From an optimization exercise on the open Yosys and OpenROAD flow, aimed at small area; shortcuts taken in it are not production practice. Where RTL was checked, it was by simulation tests only, not by an equivalence proof against the original. Power is estimated from default activity; no workload was simulated.

==> inputs of build 66 <==
==> flow/design.v <==
package ahb_pkg;
        typedef logic [31:0] word_t;
endpackage
package bridge_cfg_pkg;
        typedef logic [3:0] slave_sel_t;
endpackage
module ahb_bridge_front
(
        input  logic            Hclk,
        input  logic            Hresetn,
        input  logic [1:0]      Htrans,
        input  logic [2:0]      Hsize,
        input  logic [31:0]     Haddr,
        input  logic            Hwrite,
        input  logic [31:0]     Hwdata,
        input  logic            Hreadyin,
        input  logic            Hreadyout_in,
        output logic [1:0]      Hresp,
        output logic            Hreadyout,
        output logic [3:0]      Pselx_out,
        output logic            valid,
        output logic [31:0]     config_reg_data
);
        logic   cfg_hit;
        logic   active;
        logic   addr_phase;
        logic   cfg_wr;
        assign cfg_hit    = ~|Haddr[31:4] & (~Haddr[3] | ~|Haddr[2:0]);
        assign active     = Htrans[1];
        assign addr_phase = Hreadyin & active;
        assign cfg_wr     = Hwrite & cfg_hit;
        logic   err_e;
        logic   err_f;
        logic   p_idle;          
        logic   p_nonseq;        
        logic [2:0] p_size;
        logic   p_write;
        logic   oversize;
        logic   misaligned;
        logic   seq;
        logic   bad;
        logic   error;
        assign seq        = Htrans[1] & Htrans[0];
        assign oversize   = Hsize[2] | (Hsize[1] & Hsize[0]);
        assign misaligned = ~cfg_hit & ((Hsize[0] & Haddr[0]) | (Hsize[1] & (Haddr[1] | Haddr[0])));
        assign bad        = oversize | misaligned |
                            (seq & p_idle) |
                            (seq & p_nonseq & ((Hsize != p_size) | (Hwrite != p_write)));
        assign error      = addr_phase & ~err_e & bad;
        always_ff @(posedge Hclk or negedge Hresetn)
        begin
                if (!Hresetn)
                begin
                        err_e    <= 1'b0;
                        err_f    <= 1'b0;
                        p_idle   <= 1'b1;
                        p_nonseq <= 1'b0;
                end
                else
                begin
                        err_e    <= error | err_f;
                        err_f    <= error;
                        p_idle   <= (Htrans == 2'b00);
                        p_nonseq <= (Htrans == 2'b10);
                end
        end
        always_ff @(posedge Hclk)
        begin
                p_size  <= Hsize;
                p_write <= Hwrite;
        end
        assign Hresp     = {err_e, 1'b0};
        assign Hreadyout = err_e ? ~err_f : (cfg_wr | Hreadyout_in);
        assign valid     = Hreadyin & ~err_e & active & ~cfg_wr;
        logic [31:0]    base [0:3];
        logic [31:0]    len  [0:3];
        logic [3:0]     wr_tgt;          
        logic [3:0]     rd_sel;          
        logic [8:1]     wr_en;
        always_ff @(posedge Hclk or negedge Hresetn)
        begin
                if (!Hresetn)
                        wr_tgt <= 4'd0;
                else
                        wr_tgt <= (addr_phase & cfg_wr) ? Haddr[3:0] : 4'd0;
        end
        always_comb
        begin
                for (int k = 1; k < 8; k++)
                        wr_en[k] = ~err_e & (wr_tgt[2:0] == 3'(k));
                wr_en[8] = ~err_e & wr_tgt[3];
        end
        always_ff @(posedge Hclk or negedge Hresetn)
        begin
                if (!Hresetn)
                begin
                        base[0] <= 32'h8000_0000;
                        base[1] <= 32'h8400_0000;
                        base[2] <= 32'h8800_0000;
                        base[3] <= 32'h8C00_0000;
                        for (int i = 0; i < 4; i++)
                                len[i] <= 32'h0000_03FF;
                end
                else
                begin
                        for (int i = 0; i < 4; i++)
                        begin
                                if (wr_en[2 * i + 1])
                                        base[i] <= Hwdata;
                                if (wr_en[2 * i + 2])
                                        len[i] <= Hwdata;
                        end
                end
        end
        always_ff @(posedge Hclk or negedge Hresetn)
        begin
                if (!Hresetn)
                        rd_sel <= 4'd0;
                else if (Hreadyin)
                        rd_sel <= (active & ~Hwrite & cfg_hit) ? Haddr[3:0] : 4'd0;
        end
        always_comb
        begin
                if (rd_sel[3])
                        config_reg_data = len[3];
                else
                        case (rd_sel[2:0])
                        3'd1:    config_reg_data = base[0];
                        3'd2:    config_reg_data = len[0];
                        3'd3:    config_reg_data = base[1];
                        3'd4:    config_reg_data = len[1];
                        3'd5:    config_reg_data = base[2];
                        3'd6:    config_reg_data = len[2];
                        3'd7:    config_reg_data = base[3];
                        default: config_reg_data = 32'd0;
                        endcase
        end
        function automatic logic [1:0] carry_tree(input logic [31:0] g, input logic [31:0] p);
                logic [31:0] gg;
                logic [31:0] pp;
                gg = g;
                pp = p;
                for (int w = 1; w < 32; w = w * 2)
                        for (int i = 0; i < 32; i = i + 2 * w)
                        begin
                                gg[i] = gg[i + w] | (pp[i + w] & gg[i]);
                                pp[i] = pp[i + w] & pp[i];
                        end
                carry_tree = {gg[0], pp[0]};
        endfunction
        logic [31:0]    naddr;
        assign naddr = ~Haddr;
        for (genvar i = 0; i < 4; i++)
        begin : g_dec
                logic [31:0]    s;       
                logic [31:0]    k;       
                logic [31:0]    kk;
                logic [1:0]     lo;
                logic [1:0]     hi;
                assign s  = base[i] ^ len[i] ^ naddr;
                assign k  = (base[i] & len[i]) | (base[i] & naddr) | (len[i] & naddr);
                assign kk = {k[30:0], 1'b0};
                assign lo = carry_tree(Haddr & ~base[i], Haddr | ~base[i]);
                assign hi = carry_tree(s & kk, s | kk);
                assign Pselx_out[i] = (lo[1] | lo[0]) & (k[31] | hi[1]);
        end
endmodule
==> flow/run.sh <==
#!/bin/bash
# synth_recipe.tcl (not shown) runs the flow's synth.tcl, then flattens the netlist and writes it again
# the make line also repeats each setting of config.mk as NAME=value (left out here)
make -C /OpenROAD-flow-scripts/flow DESIGN_CONFIG=/design/flow/config.mk WORK_HOME=/design/flow/orfs CLKGATE_MAP_FILE= SYNTH_SCRIPT=/design/flow/synth_recipe.tcl finish
==> flow/config.mk <==
export PLATFORM = sky130hd
export DESIGN_NAME = ahb_bridge_front
export DESIGN_NICKNAME = ahb_bridge_front
export VERILOG_FILES = /design/flow/design.v
export SDC_FILE = /design/flow/constraint.sdc
export NUM_CORES = 4
export LEC_CHECK = 0
export CAP_MARGIN = 20
export CORE_MARGIN = 2
export CORE_UTILIZATION = 65
export PLACE_DENSITY = 0.75
export SLEW_MARGIN = 20
==> flow/constraint.sdc <==
create_clock -name core_clock -period 12.0 [get_ports {Hclk}]
set_input_delay 2.4000 -clock core_clock [delete_from_list [all_inputs] [get_ports {Hclk}]]
set_output_delay 2.4000 -clock core_clock [all_outputs]
set_load 0.01 [all_outputs]
==> inputs of build 34, as changes to build 66 <==
==> flow/design.v, changed modules only <==
module ahb_bridge_front
(
        input  logic            Hclk,
        input  logic            Hresetn,
        input  logic [1:0]      Htrans,
        input  logic [2:0]      Hsize,
        input  logic [31:0]     Haddr,
        input  logic            Hwrite,
        input  logic [31:0]     Hwdata,
        input  logic            Hreadyin,
        input  logic            Hreadyout_in,
        output logic [1:0]      Hresp,
        output logic            Hreadyout,
        output logic [3:0]      Pselx_out,
        output logic            valid,
        output logic [31:0]     config_reg_data
);
        logic   cfg_hit;
        logic   active;
        logic   addr_phase;
        logic   cfg_wr;
        assign cfg_hit    = ~|Haddr[31:4] & (~Haddr[3] | ~|Haddr[2:0]);
        assign active     = Htrans[1];
        assign addr_phase = Hreadyin & active;
        assign cfg_wr     = Hwrite & cfg_hit;
        logic   err_e;
        logic   err_f;
        logic   p_idle;          
        logic   p_nonseq;        
        logic [2:0] p_size;
        logic   p_write;
        logic   oversize;
        logic   misaligned;
        logic   seq;
        logic   bad;
        logic   error;
        assign seq        = Htrans[1] & Htrans[0];
        assign oversize   = Hsize[2] | (Hsize[1] & Hsize[0]);
        assign misaligned = ~cfg_hit & ((Hsize[0] & Haddr[0]) | (Hsize[1] & (Haddr[1] | Haddr[0])));
        assign bad        = oversize | misaligned |
                            (seq & p_idle) |
                            (seq & p_nonseq & ((Hsize != p_size) | (Hwrite != p_write)));
        assign error      = addr_phase & ~err_e & bad;
        always_ff @(posedge Hclk or negedge Hresetn)
        begin
                if (!Hresetn)
                begin
                        err_e    <= 1'b0;
                        err_f    <= 1'b0;
                        p_idle   <= 1'b1;
                        p_nonseq <= 1'b0;
                end
                else
                begin
                        err_e    <= error | err_f;
                        err_f    <= error;
                        p_idle   <= (Htrans == 2'b00);
                        p_nonseq <= (Htrans == 2'b10);
                end
        end
        always_ff @(posedge Hclk)
        begin
                p_size  <= Hsize;
                p_write <= Hwrite;
        end
        assign Hresp     = {err_e, 1'b0};
        assign Hreadyout = err_e ? ~err_f : (cfg_wr | Hreadyout_in);
        assign valid     = Hreadyin & ~err_e & active & ~cfg_wr;
        logic [31:0]    base [0:3];
        logic [31:0]    len  [0:3];
        logic [3:0]     wr_tgt;          
        logic [3:0]     rd_sel;          
        logic [8:1]     wr_en;
        always_ff @(posedge Hclk or negedge Hresetn)
        begin
                if (!Hresetn)
                        wr_tgt <= 4'd0;
                else
                        wr_tgt <= (addr_phase & cfg_wr) ? Haddr[3:0] : 4'd0;
        end
        always_comb
        begin
                for (int k = 1; k < 8; k++)
                        wr_en[k] = ~err_e & (wr_tgt[2:0] == 3'(k));
                wr_en[8] = ~err_e & wr_tgt[3];
        end
        logic [3:0]     rst_f;
        logic [31:0]    base_r [0:3];
        logic [31:0]    len_r  [0:3];
        logic [31:0]    bus_b;
        logic [31:0]    bus_l;
        always_ff @(posedge Hclk or negedge Hresetn)
        begin
                if (!Hresetn)
                        rst_f <= 4'hF;
                else
                        for (int i = 0; i < 4; i++)
                                if (wr_en[2 * i + 1] | wr_en[2 * i + 2])
                                        rst_f[i] <= 1'b0;
        end
        assign bus_l = wr_tgt[0] ? 32'h0000_03FF : Hwdata;
        assign bus_b = wr_tgt[0] ? Hwdata :
                       {4'b1000, wr_tgt[3] | (wr_tgt[2] & wr_tgt[1]), wr_tgt[3] | (wr_tgt[2] & ~wr_tgt[1]), 26'd0};
        always_ff @(posedge Hclk)
        begin
                for (int i = 0; i < 4; i++)
                begin
                        if (wr_en[2 * i + 1] | (wr_en[2 * i + 2] & rst_f[i]))
                                base_r[i] <= bus_b;
                        if (wr_en[2 * i + 2] | (wr_en[2 * i + 1] & rst_f[i]))
                                len_r[i] <= bus_l;
                end
        end
        always_comb
        begin
                for (int i = 0; i < 4; i++)
                begin
                        base[i] = rst_f[i] ? {4'b1000, 2'(i), 26'd0} : base_r[i];
                        len[i]  = rst_f[i] ? 32'h0000_03FF : len_r[i];
                end
        end
        always_ff @(posedge Hclk or negedge Hresetn)
        begin
                if (!Hresetn)
                        rd_sel <= 4'd0;
                else if (Hreadyin)
                        rd_sel <= (active & ~Hwrite & cfg_hit) ? Haddr[3:0] : 4'd0;
        end
        logic [8:1]     rsel;
        logic [8:1]     rsel_r;          
        logic [8:1]     rsel_c;          
        logic [31:0]    rd_regs;
        logic [31:0]    rd_const;
        always_comb
        begin
                for (int k = 1; k < 8; k++)
                        rsel[k] = ~rd_sel[3] & (rd_sel[2:0] == 3'(k));
                rsel[8] = rd_sel[3];
                for (int i = 0; i < 4; i++)
                begin
                        rsel_r[2 * i + 1] = rsel[2 * i + 1] & ~rst_f[i];
                        rsel_r[2 * i + 2] = rsel[2 * i + 2] & ~rst_f[i];
                        rsel_c[2 * i + 1] = rsel[2 * i + 1] & rst_f[i];
                        rsel_c[2 * i + 2] = rsel[2 * i + 2] & rst_f[i];
                end
                rd_regs = '0;
                for (int i = 0; i < 4; i++)
                        rd_regs = rd_regs | ({32{rsel_r[2 * i + 1]}} & base_r[i])
                                          | ({32{rsel_r[2 * i + 2]}} & len_r[i]);
                rd_const        = '0;
                rd_const[31]    = rsel_c[1] | rsel_c[3] | rsel_c[5] | rsel_c[7];
                rd_const[27]    = rsel_c[5] | rsel_c[7];
                rd_const[26]    = rsel_c[3] | rsel_c[7];
                rd_const[9:0]   = {10{rsel_c[2] | rsel_c[4] | rsel_c[6] | rsel_c[8]}};
                config_reg_data = rd_regs | rd_const;
        end
        function automatic logic [1:0] carry_tree(input logic [31:0] g, input logic [31:0] p);
                logic [31:0] gg;
                logic [31:0] pp;
                gg = g;
                pp = p;
                for (int w = 1; w < 32; w = w * 2)
                        for (int i = 0; i < 32; i = i + 2 * w)
                        begin
                                gg[i] = gg[i + w] | (pp[i + w] & gg[i]);
                                pp[i] = pp[i + w] & pp[i];
                        end
                carry_tree = {gg[0], pp[0]};
        endfunction
        logic [31:0]    naddr;
        logic           rst_win;
        logic [3:0]     rst_hit;         
        assign naddr   = ~Haddr;
        assign rst_win = (Haddr[31:28] == 4'b1000) & (Haddr[25:10] == 16'd0) & ~&Haddr[9:0];
        for (genvar i = 0; i < 4; i++)
                assign rst_hit[i] = rst_win & (Haddr[27:26] == 2'(i));
        for (genvar i = 0; i < 4; i++)
        begin : g_dec
                logic [31:0]    s;       
                logic [31:0]    k;       
                logic [31:0]    kk;
                logic [1:0]     lo;
                logic [1:0]     hi;
                logic           dec;
                assign s  = base_r[i] ^ len_r[i] ^ naddr;
                assign k  = (base_r[i] & len_r[i]) | (base_r[i] & naddr) | (len_r[i] & naddr);
                assign kk = {k[30:0], 1'b0};
                assign lo = carry_tree(Haddr & ~base_r[i], Haddr | ~base_r[i]);
                assign hi = carry_tree(s & kk, s | kk);
                assign dec = (lo[1] | lo[0]) & (k[31] | hi[1]);
                assign Pselx_out[i] = rst_f[i] ? rst_hit[i] : dec;
        end
endmodule
==> inputs of trial 83, as changes to build 66 <==
==> flow/flow/run.sh (new file) <==
#!/bin/bash
# Standard layout, with the port buffers taken as the smallest buffer cell.
set -euo pipefail
export BUFFER_PORTS_ARGS="-buffer_cell sky130_fd_sc_hd__buf_1"
bash standard.sh finish > standard_flow.log 2>&1
==> flow/standard.sh (new file) <==
#!/bin/bash
# synth_recipe.tcl (not shown) runs the flow's synth.tcl, then flattens the netlist and writes it again
# the make line also repeats each setting of config.mk as NAME=value (left out here)
make -C /OpenROAD-flow-scripts/flow DESIGN_CONFIG=/design/flow/config.mk WORK_HOME=/design/flow/orfs CLKGATE_MAP_FILE= SYNTH_SCRIPT=/design/flow/synth_recipe.tcl "${@:-finish}"
- CTS_BUF_LIST: default -> sky130_fd_sc_hd__clkbuf_4 sky130_fd_sc_hd__clkbuf_8
removed: flow/run.sh
==> summary of the runs <==
The highest sequential share of layout area belongs to build 34, the lowest to build 66. Between build 66 and build 34, the lower first-iteration DRC count is in build 66 (gap 16%, measured against build 34). The lowest worst setup slack belongs to build 34, the highest to trial 83. Against build 34, the die area of build 66 is larger by about 8%. Between build 66 and build 34, the lower sequential power is in build 66 (gap about 10%, measured against build 34).
For build 66 and trial 83, only the layout was checked, not whether the RTL still works.

[port drivers added, routing unchanged]
How much do the figures lean on ideal ports? The routed layouts below were timed once more, with nothing changed but the port constraints. Step 1 sets driving cells, clkbuf_16 on the clock port and buf_2 on the other inputs (assumed; they add their load-dependent delay and slew). Step 2 also shifts input and output timing later by t, the mid clock arrival at the registers, as if the neighbouring blocks saw the same clock. a / b / c = no drivers / after step 1 / after step 2; a / b = the first two.
run	shift t [ns]	slack for setup (ns)	worst hold slack (ns)
build 66	0.625	3.041 / 3.019 / 3.019	0.475 / 0.475 / 0.475
build 34	0.611	2.377 / 2.331 / 2.331	0.473 / 0.473 / 0.473
trial 83	0.632	3.831 / 3.802 / 3.802	0.490 / 0.490 / 0.490
After both steps setup and hold are still met in every run listed. The setup slack of build 34, which loses most, moves by -0.046 ns with the drivers and by -0.046 ns with both steps.
